From an optimization exercise on the open Yosys and OpenROAD flow, aimed at small area, a short achievable clock period and few clock cycles; shortcuts taken in it are not production practice.
RTL that was checked went through simulation tests only; none was proved equivalent to the original.
No activity file was given, so power comes from the tool's default toggle rates.

== 09-16 ==
==> module cpuCore, before the edit <==
module cpuCore (
  input  logic        CLK,
  input  logic        RST,
  input  logic        en,
  input  logic        start,
  output logic [7:0]  instAddr,
  input  logic [15:0] inst,
  output logic [7:0]  dataAddr,
  output logic        dataWe,
  output logic [15:0] dataOut,
  input  logic [15:0] dataIn,
  output logic        running
);
  localparam logic [4:0] OP_HALT = 5'b00001, OP_LOAD = 5'b00010, OP_STORE = 5'b00011,
    OP_ADD = 5'b10000, OP_ADDI = 5'b10001, OP_SUB = 5'b10011, OP_SUBI = 5'b10100,
    OP_INC = 5'b10110, OP_LDIL = 5'b10111, OP_LDIH = 5'b11000, OP_XOR = 5'b11001,
    OP_AND = 5'b11010, OP_OR = 5'b11011;
  logic        runQ, haltedQ, resumed;
  logic [7:0]  pc;
  logic [15:0] regs [8];
  logic [7:0]  valid;   
  logic [15:0] opA, opB;
  logic [2:0]  eDest;
  logic [3:0]  eOff;
  logic        eWrites, eHalt, eStore, eInvB, eCin, eSra;
  logic        eSelSum, eSelLog, eSelShl, eSelShr, eSelLoad;
  logic [3:0]  eTt, fTt;
  logic [15:0] logicOut;
  logic [15:0] sum, shIn, shl, shr, res;
  logic [4:0]  fOp;
  logic [7:0]  fImm;
  logic [15:0] rA, rB, vA, nB, immValA, immValB;
  logic        fwdOn, fwdA, fwdB, immA, immB, bUsesD, fWrites;
  assign instAddr = pc;
  assign fOp  = inst[15:11];
  assign fImm = inst[7:0];
  assign bUsesD = (fOp == OP_STORE) || (fOp == OP_ADDI) || (fOp == OP_SUBI);
  assign immA   = (fOp == OP_ADDI) || (fOp == OP_SUBI);
  assign immValA = (fOp == OP_SUBI) ? {8'hFF, ~fImm} : {8'h00, fImm};
  always_comb begin
    case (fOp)
      OP_LDIL: begin immB = 1'b1; immValB = {8'h00, fImm}; end
      OP_LDIH: begin immB = 1'b1; immValB = {fImm, 8'h00}; end
      OP_INC:  begin immB = 1'b1; immValB = 16'd1; end
      default: begin immB = 1'b0; immValB = 16'd0; end
    endcase
  end
  assign fwdOn = runQ && eWrites;
  assign fwdA  = fwdOn && eDest == inst[6:4] && !immA;
  assign fwdB  = fwdOn && (bUsesD ? eDest == inst[10:8] : eDest == inst[2:0]) && !immB;
  always_comb begin
    rA = '0;
    rB = '0;
    for (int i = 0; i < 8; i++) begin
      rA = rA | ({16{valid[i] && inst[6:4] == 3'(i) && !fwdA && !immA}} & regs[i]);
      rB = rB | ({16{valid[i] && (bUsesD ? inst[10:8] == 3'(i) : inst[2:0] == 3'(i)) &&
                     !fwdB && !immB}} & regs[i]);
    end
  end
  assign vA = rA | ({16{immA}} & immValA) | ({16{fwdA}} & res);
  assign nB = rB | immValB | ({16{fwdB}} & res);
  always_comb begin
    case (fOp)
      OP_XOR:  fTt = 4'b0110;
      OP_AND:  fTt = 4'b1000;
      OP_OR:   fTt = 4'b1110;
      default: fTt = 4'b1010;
    endcase
  end
  assign fWrites = (fOp == OP_LOAD) || (fOp[4] && fOp != 5'b10010 && fOp != 5'b10101);
  always_ff @(posedge CLK) begin
    opA      <= vA;
    opB      <= nB;
    eDest    <= inst[10:8];
    eOff     <= inst[3:0];
    eWrites  <= fWrites;
    eHalt    <= (fOp == OP_HALT);
    eStore   <= (fOp == OP_STORE);
    eInvB    <= (fOp == OP_SUB);
    eCin     <= (fOp == OP_SUB) || (fOp == OP_SUBI);
    eSra     <= fOp[0] && fOp[4:1] == 4'b1111;
    eSelSum  <= (fOp == OP_ADD) || (fOp == OP_ADDI) || (fOp == OP_SUB) ||
                (fOp == OP_SUBI) || (fOp == OP_INC);
    eSelLog  <= (fOp == OP_XOR) || (fOp == OP_AND) || (fOp == OP_OR) ||
                (fOp == OP_LDIL) || (fOp == OP_LDIH);
    eTt      <= fTt;
    eSelShl  <= (fOp[4:1] == 4'b1110);
    eSelShr  <= (fOp[4:1] == 4'b1111);
    eSelLoad <= (fOp == OP_LOAD);
  end
  assign sum = opA + (opB ^ {16{eInvB}}) + {15'd0, eCin};
  always_comb begin
    for (int i = 0; i < 16; i++) begin
      shIn[i] = eSelShl ? opA[15-i] : opA[i];
    end
    shr = 16'($signed({eSra & opA[15], shIn}) >>> opB[3:0]);
    for (int i = 0; i < 16; i++) begin
      shl[i] = shr[15-i];
    end
  end
  always_comb begin
    for (int i = 0; i < 16; i++) begin
      logicOut[i] = eTt[{opA[i], opB[i]}];
    end
  end
  assign res = ({16{eSelSum}}  & sum) |
               ({16{eSelLog}}  & logicOut) |
               ({16{eSelShl}}  & shl) |
               ({16{eSelShr}}  & shr) |
               ({16{eSelLoad}} & dataIn);
  always_ff @(posedge CLK) begin
    if (runQ && eWrites) begin
      regs[eDest] <= res;
    end
  end
  always_ff @(posedge CLK or posedge RST) begin
    if (RST) begin
      valid <= '0;
    end else if (runQ && eWrites) begin
      valid[eDest] <= 1'b1;
    end
  end
  assign dataAddr = opA[7:0] + {4'h0, eOff};
  assign dataOut  = opB;
  assign dataWe   = runQ && eStore;
  assign running = runQ && !(eHalt && !resumed);
  always_ff @(posedge CLK or posedge RST) begin
    if (RST) begin
      runQ    <= 1'b0;
      haltedQ <= 1'b0;
      resumed <= 1'b0;
      pc      <= '0;
    end else begin
      resumed <= 1'b0;
      if (runQ) begin
        if (eHalt) begin
          runQ    <= 1'b0;
          haltedQ <= 1'b1;
        end else if (!en) begin
          runQ <= 1'b0;   
        end else begin
          pc <= pc + 8'd1;
        end
      end else if (en && start && !haltedQ) begin
        runQ    <= 1'b1;
        resumed <= 1'b1;
        pc      <= pc + 8'd1;
      end
    end
  end
endmodule
==> flow/config.mk <==
export PLATFORM = sky130hd
export DESIGN_NAME = cpuCore
export DESIGN_NICKNAME = cpuCore
export VERILOG_FILES = /design/flow/design.v
export SDC_FILE = /design/flow/constraint.sdc
export NUM_CORES = 4
export LEC_CHECK = 0
export CAP_MARGIN = 20
export CORE_AREA = 5.06 5.44 215.41 214.88
export DIE_AREA = 0 0 220.41 220.32
export SETUP_SLACK_MARGIN = 2.0
export SLEW_MARGIN = 20
export TNS_END_PERCENT = 5
==> flow/constraint.sdc <==
create_clock -name core_clock -period 5.0 [get_ports {CLK}]
set_input_delay 1.0000 -clock core_clock [delete_from_list [all_inputs] [get_ports {CLK}]]
set_output_delay 1.0000 -clock core_clock [all_outputs]
set_load 0.01 [all_outputs]
standard.sh (not shown) runs the stock make flow with config.mk's settings and CLKGATE_MAP_FILE= SYNTH_SCRIPT=/design/flow/synth_recipe.tcl, a recipe that flattens the netlist after the stock synthesis.
==> flow/flow/run.sh <==
#!/bin/bash
# Standard layout with two changes: port buffers are sky130_fd_sc_hd__buf_4
# instead of the delay buffer buffer_ports picks by default, and adders are
# left to ABC instead of being mapped to ripple chains of fa/ha cells.
set -euo pipefail
export BUFFER_PORTS_ARGS="-buffer_cell sky130_fd_sc_hd__buf_4"
export ADDER_MAP_FILE=
bash standard.sh > standard.log 2>&1
diff inputs: 09-16 => 02-28
--- a/flow/design.v
+++ b/flow/design.v
@@ -26,9 +26,11 @@
   logic        eWrites, eHalt, eStore, eInvB, eCin, eSra;
   logic        eSelSum, eSelLog, eSelShl, eSelShr, eSelLoad;
   logic [3:0]  eTt, fTt;
   logic [15:0] logicOut;
-  logic [15:0] sum, shIn, shl, shr, res;
+  logic [15:0] sum, shIn, shl, shr, res, addB, pg, gg, pp;
+  logic [4:0]  addrLo;
+  logic [3:0]  addrHiInc;
   logic [4:0]  fOp;
   logic [7:0]  fImm;
   logic [15:0] rA, rB, vA, nB, immValA, immValB;
   logic        fwdOn, fwdA, fwdB, immA, immB, bUsesD, fWrites;
@@ -88,9 +90,24 @@
     eSelShl  <= (fOp[4:1] == 4'b1110);
     eSelShr  <= (fOp[4:1] == 4'b1111);
     eSelLoad <= (fOp == OP_LOAD);
   end
-  assign sum = opA + (opB ^ {16{eInvB}}) + {15'd0, eCin};
+  always_comb begin
+    addB = opB ^ {16{eInvB}};
+    pg = opA ^ addB;
+    gg = opA & addB;
+    gg[0] = gg[0] | (pg[0] & eCin);
+    pp = pg;
+    for (int l = 0; l < 4; l++) begin
+      for (int i = 0; i < 16; i++) begin
+        if (i[l]) begin
+          gg[i] = gg[i] | (pp[i] & gg[((i >> l) << l) - 1]);
+          pp[i] = pp[i] & pp[((i >> l) << l) - 1];
+        end
+      end
+    end
+    sum = pg ^ {gg[14:0], eCin};
+  end
   always_comb begin
     for (int i = 0; i < 16; i++) begin
       shIn[i] = eSelShl ? opA[15-i] : opA[i];
     end
@@ -120,9 +137,11 @@
     end else if (runQ && eWrites) begin
       valid[eDest] <= 1'b1;
     end
   end
-  assign dataAddr = opA[7:0] + {4'h0, eOff};
+  assign addrLo   = {1'b0, opA[3:0]} + {1'b0, eOff};
+  assign addrHiInc = opA[7:4] + 4'd1;
+  assign dataAddr = {addrLo[4] ? addrHiInc : opA[7:4], addrLo[3:0]};
   assign dataOut  = opB;
   assign dataWe   = runQ && eStore;
   assign running = runQ && !(eHalt && !resumed);
   always_ff @(posedge CLK or posedge RST) begin
## What came out
- When 02-28 is measured against 09-16, its utilization turns out 0.49 points lower.
- Final critical-path required period delta (02-28 − 09-16): unfavourable
- 02-28 — instance area after placement 2.1% lower, 09-16 as reference
- Between 09-16 and 02-28, the clock latency at the later pin of the worst-skew pair does not differ in any meaningful way.
- When 02-28 is set beside 09-16, its final cell count without fillers turns out to be 17 smaller.
- 09-16 → 02-28: routed length on met1 went down; share of total power in the clock network went up.
- Total power consumption of the routed design in 02-28 is about 1.6% higher than in 09-16
No run of this note included a check of the RTL's function; only the layout flow was run.


The RTL this note starts from:
==> flow/design.v <==
`timescale 1ns/1ps
module cpuCore (
  input  logic        CLK,
  input  logic        RST,
  input  logic        en,
  input  logic        start,
  output logic [7:0]  instAddr,
  input  logic [15:0] inst,
  output logic [7:0]  dataAddr,
  output logic        dataWe,
  output logic [15:0] dataOut,
  input  logic [15:0] dataIn,
  output logic        running
);
  localparam logic [4:0] OP_HALT = 5'b00001, OP_LOAD = 5'b00010, OP_STORE = 5'b00011,
    OP_ADD = 5'b10000, OP_ADDI = 5'b10001, OP_SUB = 5'b10011, OP_SUBI = 5'b10100,
    OP_INC = 5'b10110, OP_LDIL = 5'b10111, OP_LDIH = 5'b11000, OP_XOR = 5'b11001,
    OP_AND = 5'b11010, OP_OR = 5'b11011;
  logic        runQ, haltedQ, resumed;
  logic [7:0]  pc;
  logic [15:0] regs [8];
  logic [7:0]  valid;   
  logic [15:0] opA, opB;
  logic [2:0]  eDest;
  logic [3:0]  eOff;
  logic        eWrites, eHalt, eStore, eInvB, eCin, eSra;
  logic        eSelSum, eSelLog, eSelShl, eSelShr, eSelLoad;
  logic [3:0]  eTt, fTt;
  logic [15:0] logicOut;
  logic [15:0] sum, shIn, shl, shr, res;
  logic [4:0]  fOp;
  logic [7:0]  fImm;
  logic [15:0] rA, rB, vA, nB, immValA, immValB;
  logic [7:0]  eWriting, usable, matchA, matchB;
  logic        fwdA, fwdB, immA, immB, bUsesD, fWrites;
  assign instAddr = pc;
  assign fOp  = inst[15:11];
  assign fImm = inst[7:0];
  assign bUsesD = (fOp == OP_STORE) || (fOp == OP_ADDI) || (fOp == OP_SUBI);
  assign immA   = (fOp == OP_ADDI) || (fOp == OP_SUBI);
  assign immValA = (fOp == OP_SUBI) ? {8'hFF, ~fImm} : {8'h00, fImm};
  always_comb begin
    case (fOp)
      OP_LDIL: begin immB = 1'b1; immValB = {8'h00, fImm}; end
      OP_LDIH: begin immB = 1'b1; immValB = {fImm, 8'h00}; end
      OP_INC:  begin immB = 1'b1; immValB = 16'd1; end
      default: begin immB = 1'b0; immValB = 16'd0; end
    endcase
  end
  always_comb begin
    for (int i = 0; i < 8; i++) begin
      eWriting[i] = runQ && eWrites && eDest == 3'(i);
      usable[i]   = valid[i] && !eWriting[i];
      matchA[i]   = inst[6:4] == 3'(i);
      matchB[i]   = bUsesD ? inst[10:8] == 3'(i) : inst[2:0] == 3'(i);
    end
  end
  assign fwdA = |(matchA & eWriting) && !immA;
  assign fwdB = |(matchB & eWriting) && !immB;
  always_comb begin
    rA = '0;
    rB = '0;
    for (int i = 0; i < 8; i++) begin
      rA = rA | ({16{matchA[i] && usable[i] && !immA}} & regs[i]);
      rB = rB | ({16{matchB[i] && usable[i] && !immB}} & regs[i]);
    end
  end
  assign vA = rA | ({16{immA}} & immValA) | ({16{fwdA}} & res);
  assign nB = rB | immValB | ({16{fwdB}} & res);
  always_comb begin
    case (fOp)
      OP_XOR:  fTt = 4'b0110;
      OP_AND:  fTt = 4'b1000;
      OP_OR:   fTt = 4'b1110;
      default: fTt = 4'b1010;
    endcase
  end
  assign fWrites = (fOp == OP_LOAD) || (fOp[4] && fOp != 5'b10010 && fOp != 5'b10101);
  always_ff @(posedge CLK) begin
    opA      <= vA;
    opB      <= nB;
    eDest    <= inst[10:8];
    eOff     <= inst[3:0];
    eWrites  <= fWrites;
    eHalt    <= (fOp == OP_HALT);
    eStore   <= (fOp == OP_STORE);
    eInvB    <= (fOp == OP_SUB);
    eCin     <= (fOp == OP_SUB) || (fOp == OP_SUBI);
    eSra     <= fOp[0] && fOp[4:1] == 4'b1111;
    eSelSum  <= (fOp == OP_ADD) || (fOp == OP_ADDI) || (fOp == OP_SUB) ||
                (fOp == OP_SUBI) || (fOp == OP_INC);
    eSelLog  <= (fOp == OP_XOR) || (fOp == OP_AND) || (fOp == OP_OR) ||
                (fOp == OP_LDIL) || (fOp == OP_LDIH);
    eTt      <= fTt;
    eSelShl  <= (fOp[4:1] == 4'b1110);
    eSelShr  <= (fOp[4:1] == 4'b1111);
    eSelLoad <= (fOp == OP_LOAD);
  end
  assign sum = opA + (opB ^ {16{eInvB}}) + {15'd0, eCin};
  always_comb begin
    for (int i = 0; i < 16; i++) begin
      shIn[i] = eSelShl ? opA[15-i] : opA[i];
    end
    shr = 16'($signed({eSra & opA[15], shIn}) >>> opB[3:0]);
    for (int i = 0; i < 16; i++) begin
      shl[i] = shr[15-i];
    end
  end
  always_comb begin
    for (int i = 0; i < 16; i++) begin
      logicOut[i] = eTt[{opA[i], opB[i]}];
    end
  end
  assign res = ({16{eSelSum}}  & sum) |
               ({16{eSelLog}}  & logicOut) |
               ({16{eSelShl}}  & shl) |
               ({16{eSelShr}}  & shr) |
               ({16{eSelLoad}} & dataIn);
  always_ff @(posedge CLK) begin
    if (runQ && eWrites) begin
      regs[eDest] <= res;
    end
  end
  always_ff @(posedge CLK or posedge RST) begin
    if (RST) begin
      valid <= '0;
    end else if (runQ && eWrites) begin
      valid[eDest] <= 1'b1;
    end
  end
  assign dataAddr = opA[7:0] + {4'h0, eOff};
  assign dataOut  = opB;
  assign dataWe   = runQ && eStore;
  assign running = runQ && !(eHalt && !resumed);
  always_ff @(posedge CLK or posedge RST) begin
    if (RST) begin
      runQ    <= 1'b0;
      haltedQ <= 1'b0;
      resumed <= 1'b0;
      pc      <= '0;
    end else begin
      resumed <= 1'b0;
      if (runQ) begin
        if (eHalt) begin
          runQ    <= 1'b0;
          haltedQ <= 1'b1;
        end else if (!en) begin
          runQ <= 1'b0;   
        end else begin
          pc <= pc + 8'd1;
        end
      end else if (en && start && !haltedQ) begin
        runQ    <= 1'b1;
        resumed <= 1'b1;
        pc      <= pc + 8'd1;
      end
    end
  end
endmodule
==> flow/config.mk <==
export PLATFORM = sky130hd
export DESIGN_NAME = cpuCore
export DESIGN_NICKNAME = cpuCore
export VERILOG_FILES = /design/flow/design.v
export SDC_FILE = /design/flow/constraint.sdc
export NUM_CORES = 4
export LEC_CHECK = 0
export CAP_MARGIN = 20
export CORE_MARGIN = 2
export CORE_UTILIZATION = 55
export CTS_BUF_LIST = sky130_fd_sc_hd__clkbuf_4 sky130_fd_sc_hd__clkbuf_8
export SETUP_SLACK_MARGIN = 2.0
export SLEW_MARGIN = 20
export TNS_END_PERCENT = 20
==> flow/constraint.sdc <==
create_clock -name core_clock -period 5.0 [get_ports {CLK}]
set_input_delay 1.0000 -clock core_clock [delete_from_list [all_inputs] [get_ports {CLK}]]
set_output_delay 1.0000 -clock core_clock [all_outputs]
set_load 0.01 [all_outputs]
==> flow/flow/run.sh <==
#!/bin/bash
# Standard layout, with the port buffers made of sky130_fd_sc_hd__buf_1
# instead of the delay buffer buffer_ports picks by default.
set -euo pipefail
export BUFFER_PORTS_ARGS="-buffer_cell sky130_fd_sc_hd__buf_1"
bash standard.sh > standard.log 2>&1
Testbench counts at the start, summed over its fixed seeds: cycles 9,192.
Edit:
--- a/flow/design.v
+++ b/flow/design.v
@@ -22,12 +22,11 @@
   logic [7:0]  valid;   
   logic [15:0] opA, opB;
   logic [2:0]  eDest;
   logic [3:0]  eOff;
   logic        eWrites, eHalt, eStore, eInvB, eCin, eSra;
-  logic        eSelSum, eSelLog, eSelShl, eSelShr, eSelLoad;
-  logic [3:0]  eTt, fTt;
+  logic        eSelSum, eLogDiff, eLogBoth, eSelShl, eSelShr, eSelLoad;
   logic [15:0] logicOut;
   logic [15:0] sum, shIn, shl, shr, res;
   logic [4:0]  fOp;
   logic [7:0]  fImm;
   logic [15:0] rA, rB, vA, nB, immValA, immValB;
@@ -35,17 +34,23 @@
   logic        fwdA, fwdB, immA, immB, bUsesD, fWrites;
   assign instAddr = pc;
   assign fOp  = inst[15:11];
   assign fImm = inst[7:0];
   assign bUsesD = (fOp == OP_STORE) || (fOp == OP_ADDI) || (fOp == OP_SUBI);
-  assign immA   = (fOp == OP_ADDI) || (fOp == OP_SUBI);
-  assign immValA = (fOp == OP_SUBI) ? {8'hFF, ~fImm} : {8'h00, fImm};
+  assign immA   = (fOp == OP_ADDI) || (fOp == OP_SUBI) || (fOp == OP_LDIL) || (fOp == OP_LDIH);
+  always_comb begin
+    case (fOp)
+      OP_ADDI: immValA = {8'h00, fImm};
+      OP_SUBI: immValA = {8'hFF, ~fImm};
+      default: immValA = 16'h0000;
+    endcase
+  end
   always_comb begin
     case (fOp)
       OP_LDIL: begin immB = 1'b1; immValB = {8'h00, fImm}; end
       OP_LDIH: begin immB = 1'b1; immValB = {fImm, 8'h00}; end
-      OP_INC:  begin immB = 1'b1; immValB = 16'd1; end
+      OP_INC:  begin immB = 1'b1; immValB = 16'd0; end   
       default: begin immB = 1'b0; immValB = 16'd0; end
     endcase
   end
   always_comb begin
     for (int i = 0; i < 8; i++) begin
@@ -65,35 +70,26 @@
       rB = rB | ({16{matchB[i] && usable[i] && !immB}} & regs[i]);
     end
   end
   assign vA = rA | ({16{immA}} & immValA) | ({16{fwdA}} & res);
   assign nB = rB | immValB | ({16{fwdB}} & res);
-  always_comb begin
-    case (fOp)
-      OP_XOR:  fTt = 4'b0110;
-      OP_AND:  fTt = 4'b1000;
-      OP_OR:   fTt = 4'b1110;
-      default: fTt = 4'b1010;
-    endcase
-  end
   assign fWrites = (fOp == OP_LOAD) || (fOp[4] && fOp != 5'b10010 && fOp != 5'b10101);
   always_ff @(posedge CLK) begin
     opA      <= vA;
     opB      <= nB;
     eDest    <= inst[10:8];
     eOff     <= inst[3:0];
     eWrites  <= fWrites;
     eHalt    <= (fOp == OP_HALT);
     eStore   <= (fOp == OP_STORE);
     eInvB    <= (fOp == OP_SUB);
-    eCin     <= (fOp == OP_SUB) || (fOp == OP_SUBI);
+    eCin     <= (fOp == OP_SUB) || (fOp == OP_SUBI) || (fOp == OP_INC);
     eSra     <= fOp[0] && fOp[4:1] == 4'b1111;
     eSelSum  <= (fOp == OP_ADD) || (fOp == OP_ADDI) || (fOp == OP_SUB) ||
-                (fOp == OP_SUBI) || (fOp == OP_INC);
-    eSelLog  <= (fOp == OP_XOR) || (fOp == OP_AND) || (fOp == OP_OR) ||
-                (fOp == OP_LDIL) || (fOp == OP_LDIH);
-    eTt      <= fTt;
+                (fOp == OP_SUBI) || (fOp == OP_INC) || (fOp == OP_LDIL) || (fOp == OP_LDIH);
+    eLogDiff <= (fOp == OP_XOR) || (fOp == OP_OR);
+    eLogBoth <= (fOp == OP_AND) || (fOp == OP_OR);
     eSelShl  <= (fOp[4:1] == 4'b1110);
     eSelShr  <= (fOp[4:1] == 4'b1111);
     eSelLoad <= (fOp == OP_LOAD);
   end
   assign sum = opA + (opB ^ {16{eInvB}}) + {15'd0, eCin};
@@ -104,17 +100,13 @@
     shr = 16'($signed({eSra & opA[15], shIn}) >>> opB[3:0]);
     for (int i = 0; i < 16; i++) begin
       shl[i] = shr[15-i];
     end
   end
-  always_comb begin
-    for (int i = 0; i < 16; i++) begin
-      logicOut[i] = eTt[{opA[i], opB[i]}];
-    end
-  end
+  assign logicOut = ((opA ^ opB) & {16{eLogDiff}}) | ((opA & opB) & {16{eLogBoth}});
   assign res = ({16{eSelSum}}  & sum) |
-               ({16{eSelLog}}  & logicOut) |
+               logicOut |
                ({16{eSelShl}}  & shl) |
                ({16{eSelShr}}  & shr) |
                ({16{eSelLoad}} & dataIn);
   always_ff @(posedge CLK) begin
     if (runQ && eWrites) begin
What happened: The changed run went through all stages and came out clean. Via count goes down by 0.32%. Die area barely changes. Power goes up by 3.2%. Synthesized cell count goes down by 5.5%. Setup slack is worse by 120 ps. Sequential power goes up by about 2%. Global-route usage goes up by 0.64 points. Count of clock-buffer cells in the layout stays the same. Worst hold slack is better by 22 ps. First-iteration DRC count goes up by 14%. Routed wire length goes up by 2.1%. Cell count goes down by 4.3%. Combinational power goes up by about 9%. Sequential cell count goes down by 2.
No functional check of the RTL was part of the second run of this note.

## afterwards: timing with drivers on the ports
The results above use ideal ports. As a check the final layouts listed here were re-extracted and re-timed, cells and wires unchanged.
Step 1 sets driving cells, clkbuf_16 on the clock port and buf_2 on the other inputs (assumed; they add their load-dependent delay and slew).
Step 2 also shifts input and output timing later by t, the mid clock arrival at the registers, as if the neighbouring blocks saw the same clock.
Slacks: ideal ports / drivers / drivers and shift; pairs: ideal ports / drivers.
run	t, ns	setup WS [ns]	slew at the worst register clock pin (ns)
09-16	0.486	1.819 / 1.819 / 1.353	0.08 / 0.08
02-28	0.497	1.691 / 1.679 / 1.216	0.08 / 0.08
the first run of note 2	0.516	1.882 / 1.843 / 1.551	0.11 / 0.11
the second run of note 2	0.516	1.764 / 1.764 / 1.426	0.11 / 0.11
After both steps every run listed still meets setup and hold. For 02-28, which loses most, drivers alone change the setup slack by -0.012 ns; drivers and shift together by -0.475 ns.
